Background: an optimization exercise with open tools, aiming at small area and few clock cycles per item. Do not read the settings as production practice. Only simulation tests tie the RTL to the original design; equivalence was not proved. Power is estimated from default activity; no workload was simulated.

nickel:
==> flow/design.v (excerpt) <==
module fixed_point_q24_8_alu (
   input  logic              clock,
   input  logic              reset,
   input  logic              req_valid,
   output logic              req_ready,
   input  logic [3:0]        req_kind,
   input  logic [WORD_W-1:0] req_operand_a,
   input  logic [WORD_W-1:0] req_operand_b,
   output logic              rsp_valid,
   input  logic              rsp_ready,
   output logic [WORD_W-1:0] rsp_result_value,
   output logic              rsp_compare_flag,
   output logic              rsp_overflow_flag,
   output logic              rsp_divide_by_zero
);
==> flow/config.mk <==
export PLATFORM = sky130hd
export DESIGN_NAME = fixed_point_q24_8_alu
export DESIGN_NICKNAME = fixed_point_q24_8_alu
export VERILOG_FILES = /design/flow/design.v
export SDC_FILE = /design/flow/constraint.sdc
export NUM_CORES = 4
export LEC_CHECK = 0
export CAP_MARGIN = 20
export CORE_MARGIN = 2
export CORE_UTILIZATION = 60
export CTS_BUF_LIST = sky130_fd_sc_hd__clkbuf_8
export SLEW_MARGIN = 20
==> flow/constraint.sdc <==
create_clock -name core_clock -period 15.0 [get_ports {clock}]
set_input_delay 3.0000 -clock core_clock [delete_from_list [all_inputs] [get_ports {clock}]]
set_output_delay 3.0000 -clock core_clock [all_outputs]
set_load 0.01 [all_outputs]
standard.sh (not shown) runs the stock make flow with config.mk's settings and CLKGATE_MAP_FILE= SYNTH_SCRIPT=/design/flow/synth_recipe.tcl, a recipe that flattens the netlist after the stock synthesis.
==> flow/flow/run.sh <==
#!/bin/bash
# Standard layout, with the port buffers made of buf_2 cells.
set -e
export BUFFER_PORTS_ARGS="-buffer_cell sky130_fd_sc_hd__buf_2"
bash standard.sh > standard.log 2>&1
Per the final summary, nickel finished and its layout is clean on timing, DRC and antenna.
Testbench counts of nickel, summed over its fixed seeds: cycles 23,173, items 16,000.
For harbor, these inputs were changed with respect to nickel:
- swapping 60 for 40 in CORE_UTILIZATION
==> results.txt <==
Relative to nickel, the critical path depth measured on harbor has increased by a few percent. Final-layout fill cell count is higher on harbor. harbor does better than nickel on number of vias after detailed routing. Summary: with nickel as the reference, overall power of the completed layout in harbor moved up by a few percent. Side by side, ratio of cells with drive above 1 in the final layout turned out higher in harbor than in nickel. Higher share of final layout cell area taken by non-clock buffers among harbor and nickel: harbor. Diff nickel -> harbor | synthesis-to-layout area growth | increase of 2.5 points.
Modified inputs, juniper compared to harbor
==> flow/flow/run.sh <==
#!/bin/bash
# Standard layout, with buf_1 port buffers and power recovery (downsizing
# cells off the critical paths) after global routing.
set -e
export BUFFER_PORTS_ARGS="-buffer_cell sky130_fd_sc_hd__buf_1"
export RECOVER_POWER=100
bash standard.sh > standard.log 2>&1
Findings:
| juniper | all stages done | FAIL | capacitance limit, slew limit |. [compare] base=harbor new=juniper: global-route track usage on met2 increased by 1.1 points relative to the old numbers; cell count climbed 54; maximum single-stage delay on the critical path now larger. Between harbor and juniper, the flow reports met1 layer wirelength in the final routing increasing by a few percent. | worst setup slack | juniper vs harbor | worse |. Summary of juniper over harbor: worst hold margin decreased 6.2 ps; via count moved up. From harbor to juniper the numbers moved as follows: clock input transition at the sequential cells of the worst setup and hold paths ~0 delta, growth of design area from synthesis to finish went up, number of buffer and inverter instances along the worst setup path down 2.
[inputs] garnet vs juniper
==> flow/flow/run.sh <==
#!/bin/bash
# Standard layout, with buf_1 port buffers.
set -e
export BUFFER_PORTS_ARGS="-buffer_cell sky130_fd_sc_hd__buf_1"
bash standard.sh > standard.log 2>&1
--- outcome ---
- garnet finished end to end and its layout was clean on timing, DRC and antenna.
- Final number of max-transition violations: garnet vs juniper down 212
- Via count in garnet is about 0.37% lower than in juniper
- Multi-input logic portion of the cell area essentially unchanged between garnet and juniper.
- Between garnet and juniper, the difference in total power is negligible.
- Worst setup margin | garnet above juniper
- juniper → garnet: part of the total power dissipated in the clock network barely changed; sequential share of power dropped 0.2 points.

---

Another version of the RTL of fixed_point_q24_8_alu (not shown whole).
For scale: ~120 flip-flops, roughly 20,000 um^2 of cells after synthesis.
export LEC_CHECK = 0
export CAP_MARGIN = 20
export CORE_MARGIN = 2
export CORE_UTILIZATION = 55
export CTS_BUF_LIST = sky130_fd_sc_hd__clkbuf_8
export SLEW_MARGIN = 20
create_clock -name core_clock -period 15.0 [get_ports {clock}]
==> flow/flow/run.sh <==
#!/bin/bash
# Standard layout, with the port buffers made of buf_2 cells.
set -e
export BUFFER_PORTS_ARGS="-buffer_cell sky130_fd_sc_hd__buf_2"
bash standard.sh > standard.log 2>&1
The starting point finished with timing, DRC and antenna clean.
Testbench counts at the start, summed over its fixed seeds: cycles 22,591, items 16,000.
Edit:
==> flow/flow/run.sh (replaced) <==
#!/bin/bash
# Standard layout, with buf_2 port buffers, and after global routing a
# power-recovery pass (downsizes cells off the critical paths) followed by
# a design repair for the slews and loads it leaves.
set -e
export BUFFER_PORTS_ARGS="-buffer_cell sky130_fd_sc_hd__buf_2"
export RECOVER_POWER=100
export POST_GLOBAL_ROUTE_TCL="$(pwd)/flow/post_grt.tcl"
bash standard.sh > standard.log 2>&1
==> flow/flow/post_grt.tcl (new file) <==
# After power recovery: fix slew and capacitance again, then re-route the
# nets that changed.
global_route -start_incremental
repair_design -slew_margin $::env(SLEW_MARGIN) -cap_margin $::env(CAP_MARGIN)
detailed_placement
global_route -end_incremental
estimate_parasitics -global_routing
report_tns
report_wns
--- a/flow/config.mk
+++ b/flow/config.mk
@@ -10 +10 @@
-export CORE_UTILIZATION = 55
+export CORE_UTILIZATION = 40
Effect: The new run completed with no timing, DRC or antenna violations. Non-clock buffer count came out higher by 24. Routed wire length came out higher by roughly a tenth. Sequential power barely changes. Fmax came out lower by a few percent.
Edit:
==> flow/flow/run.sh (replaced) <==
#!/bin/bash
# Standard layout, with buf_2 port buffers, and clock tree synthesis
# without the dummy loads it would add to balance the tree.
set -e
export BUFFER_PORTS_ARGS="-buffer_cell sky130_fd_sc_hd__buf_2"
export CTS_ARGS="-sink_clustering_enable -repair_clock_nets -dont_use_dummy_load -buf_list sky130_fd_sc_hd__clkbuf_8"
bash standard.sh > standard.log 2>&1
--- a/flow/config.mk
+++ b/flow/config.mk
@@ -10 +10 @@
-export CORE_UTILIZATION = 40
+export CORE_UTILIZATION = 50
removed: flow/flow/post_grt.tcl
Worst setup slack is worse by 0.25 ns.
Combinational power is about the same.
Count of clock-buffer cells in the layout does not change.
First-iteration DRC count rises by 11%.
Final area falls by 1.9%.

---

RTL: one of the versions met above, not the one the previous note started from.
For scale: ~2700 cells after synthesis, ~110 I/O pins.
clock: 15.0 ns
lec_check: 0
cap_margin: 20
core_margin: 2
core_utilization: 40
cts_buf_list: sky130_fd_sc_hd__clkbuf_8
slew_margin: 20
==> flow/flow/run.sh <==
#!/bin/bash
# Standard layout, with buf_2 port buffers and power recovery (downsizing
# cells off the critical paths) after global routing.
set -e
export BUFFER_PORTS_ARGS="-buffer_cell sky130_fd_sc_hd__buf_2"
export RECOVER_POWER=100
bash standard.sh > standard.log 2>&1
The starting point finished with capacitance limit, slew limit left.
Testbench counts at the start, summed over its fixed seeds: cycles 23,173, items 16,000.
Rerun with:
==> flow/run.sh (new file) <==
#!/bin/bash
# synth_recipe.tcl (not shown) runs the flow's synth.tcl, then flattens the netlist and writes it again
# the make line also repeats each setting of config.mk as NAME=value (left out here)
make -C /OpenROAD-flow-scripts/flow DESIGN_CONFIG=/design/flow/config.mk WORK_HOME=/design/flow/orfs CLKGATE_MAP_FILE= SYNTH_SCRIPT=/design/flow/synth_recipe.tcl finish
removed: flow/flow/run.sh
removed: flow/standard.sh
After rerunning:
- With this change the flow went through all stages and came out clean
- critical path depth came out higher by 28
- sequential cell count does not change
- clock-buffer cell count stays the same
- first-iteration DRC count rose by a few percent
- final area went up by a few percent

---

RTL: one of the versions met above, not the one the previous note started from.
For scale: ~2600 cells after synthesis, about 120 flip-flops, ~110 I/O pins.
Settings: LEC_CHECK=0, CAP_MARGIN=20, CORE_MARGIN=2, CORE_UTILIZATION=50, CTS_BUF_LIST=sky130_fd_sc_hd__clkbuf_8, CTS_CLUSTER_DIAMETER=150, CTS_CLUSTER_SIZE=30, SLEW_MARGIN=20; clock period 15.0 ns.
==> flow/flow/run.sh <==
#!/bin/bash
# Standard layout, with the port buffers made of buf_2 cells.
set -e
export BUFFER_PORTS_ARGS="-buffer_cell sky130_fd_sc_hd__buf_2"
bash standard.sh > standard.log 2>&1
Testbench counts at the start, summed over its fixed seeds: cycles 22,591, items 16,000.
Rerun with:
==> flow/flow/run.sh (replaced) <==
#!/bin/bash
# Standard layout, with buf_2 port buffers, clock tree synthesis without
# the dummy loads it would add to balance the tree, and after global
# routing a power-recovery pass (downsizes cells off the critical paths)
# followed by a design repair for the slews and loads it leaves.
set -e
export BUFFER_PORTS_ARGS="-buffer_cell sky130_fd_sc_hd__buf_2"
export CTS_ARGS="-sink_clustering_enable -repair_clock_nets -dont_use_dummy_load -buf_list sky130_fd_sc_hd__clkbuf_8"
export RECOVER_POWER=100
export POST_GLOBAL_ROUTE_TCL="$(pwd)/flow/post_grt.tcl"
bash standard.sh > standard.log 2>&1
==> flow/flow/post_grt.tcl (new file) <==
# After power recovery: fix slew and capacitance again, then re-route the
# nets that changed.
global_route -start_incremental
repair_design -slew_margin $::env(SLEW_MARGIN) -cap_margin $::env(CAP_MARGIN)
detailed_placement
global_route -end_incremental
estimate_parasitics -global_routing
report_tns
report_wns
CTS_CLUSTER_DIAMETER = not set   (was 150)
CTS_CLUSTER_SIZE = not set   (was 30)
The new run finished clean.
Critical path depth does not change.
Total power drops by a few percent.
Utilization drops by 0.48 points.
Combinational power barely changes.
Rerun with:
==> flow/flow/run.sh (replaced) <==
#!/bin/bash
# Standard layout, with the port buffers made of buf_2 cells.
set -e
export BUFFER_PORTS_ARGS="-buffer_cell sky130_fd_sc_hd__buf_2"
bash standard.sh > standard.log 2>&1
removed: flow/flow/post_grt.tcl
Final area climbs by 0.89%. Power climbs by 4.5%. Setup slack gains 0.13 ns. Via count drops by 0.43%.
Rerun with:
CORE_UTILIZATION = 40   (was 50)
Effect:
- clock power shrinks by about 6.4%
- via count fell by 1.2%
- setup slack gains 0.28 ns
- die area rose by about 24%

==> static timing again, ports no longer ideal <==
No port has a modelled driver above. Below, the same layouts with a new extraction and two added sets of constraints.
Step 1 (the two cells are an assumption about what drives the block):
set clk [get_ports {clock}]
set_driving_cell -lib_cell sky130_fd_sc_hd__clkbuf_16 $clk
set_driving_cell -lib_cell sky130_fd_sc_hd__buf_2 [delete_from_list [all_inputs] $clk]
Step 2 times the ports against the registers' clock, not the clock port: input delays grow and output delays shrink by t, the midpoint of the rising clock arrivals with the driver on.
a / b / c = ideal / step 1 / step 2; a / b = the first two.
| run | t (ns) | setup slack, ns | latest minus earliest clock arrival (ns) | worst slew at a driven data input, ns |
|---|---|---|---|---|
| nickel | 0.522 | 0.764 / 0.804 / 0.282 | 0.018 / 0.018 | 0.05 |
| harbor | 0.552 | 1.482 / 1.522 / 0.970 | 0.028 / 0.027 | 0.07 |
| juniper | 0.555 | 0.740 / 0.773 / 0.218 | 0.020 / 0.020 | 0.06 |
| garnet | 0.556 | 1.117 / 1.148 / 0.592 | 0.020 / 0.020 | 0.06 |
| the first run of note 2 | 0.538 | 1.362 / 1.398 / 0.860 | 0.035 / 0.035 | 0.05 |
| the second run of note 2 | 0.544 | 1.027 / 1.017 / 0.473 | 0.014 / 0.014 | 0.12 |
| the third run of note 2 | 0.521 | 0.773 / 0.811 / 0.290 | 0.052 / 0.052 | 0.04 |
| the first run of note 3 | 0.553 | 0.778 / 0.805 / 0.252 | 0.030 / 0.030 | 0.06 |
| the second run of note 3 | 0.542 | 1.336 / 1.361 / 0.819 | 0.023 / 0.022 | 0.05 |
| the first run of note 4 | 0.538 | 0.894 / 0.928 / 0.391 | 0.029 / 0.029 | 0.04 |
| the second run of note 4 | 0.513 | 0.765 / 0.792 / 0.279 | 0.052 / 0.052 | 0.04 |
| the third run of note 4 | 0.538 | 0.894 / 0.928 / 0.391 | 0.029 / 0.029 | 0.04 |
| the fourth run of note 4 | 0.543 | 1.173 / 1.166 / 0.623 | 0.012 / 0.012 | 0.11 |
The setup slack of the second run of note 2, which loses most, moves by -0.010 ns with the drivers and by -0.554 ns with both steps.
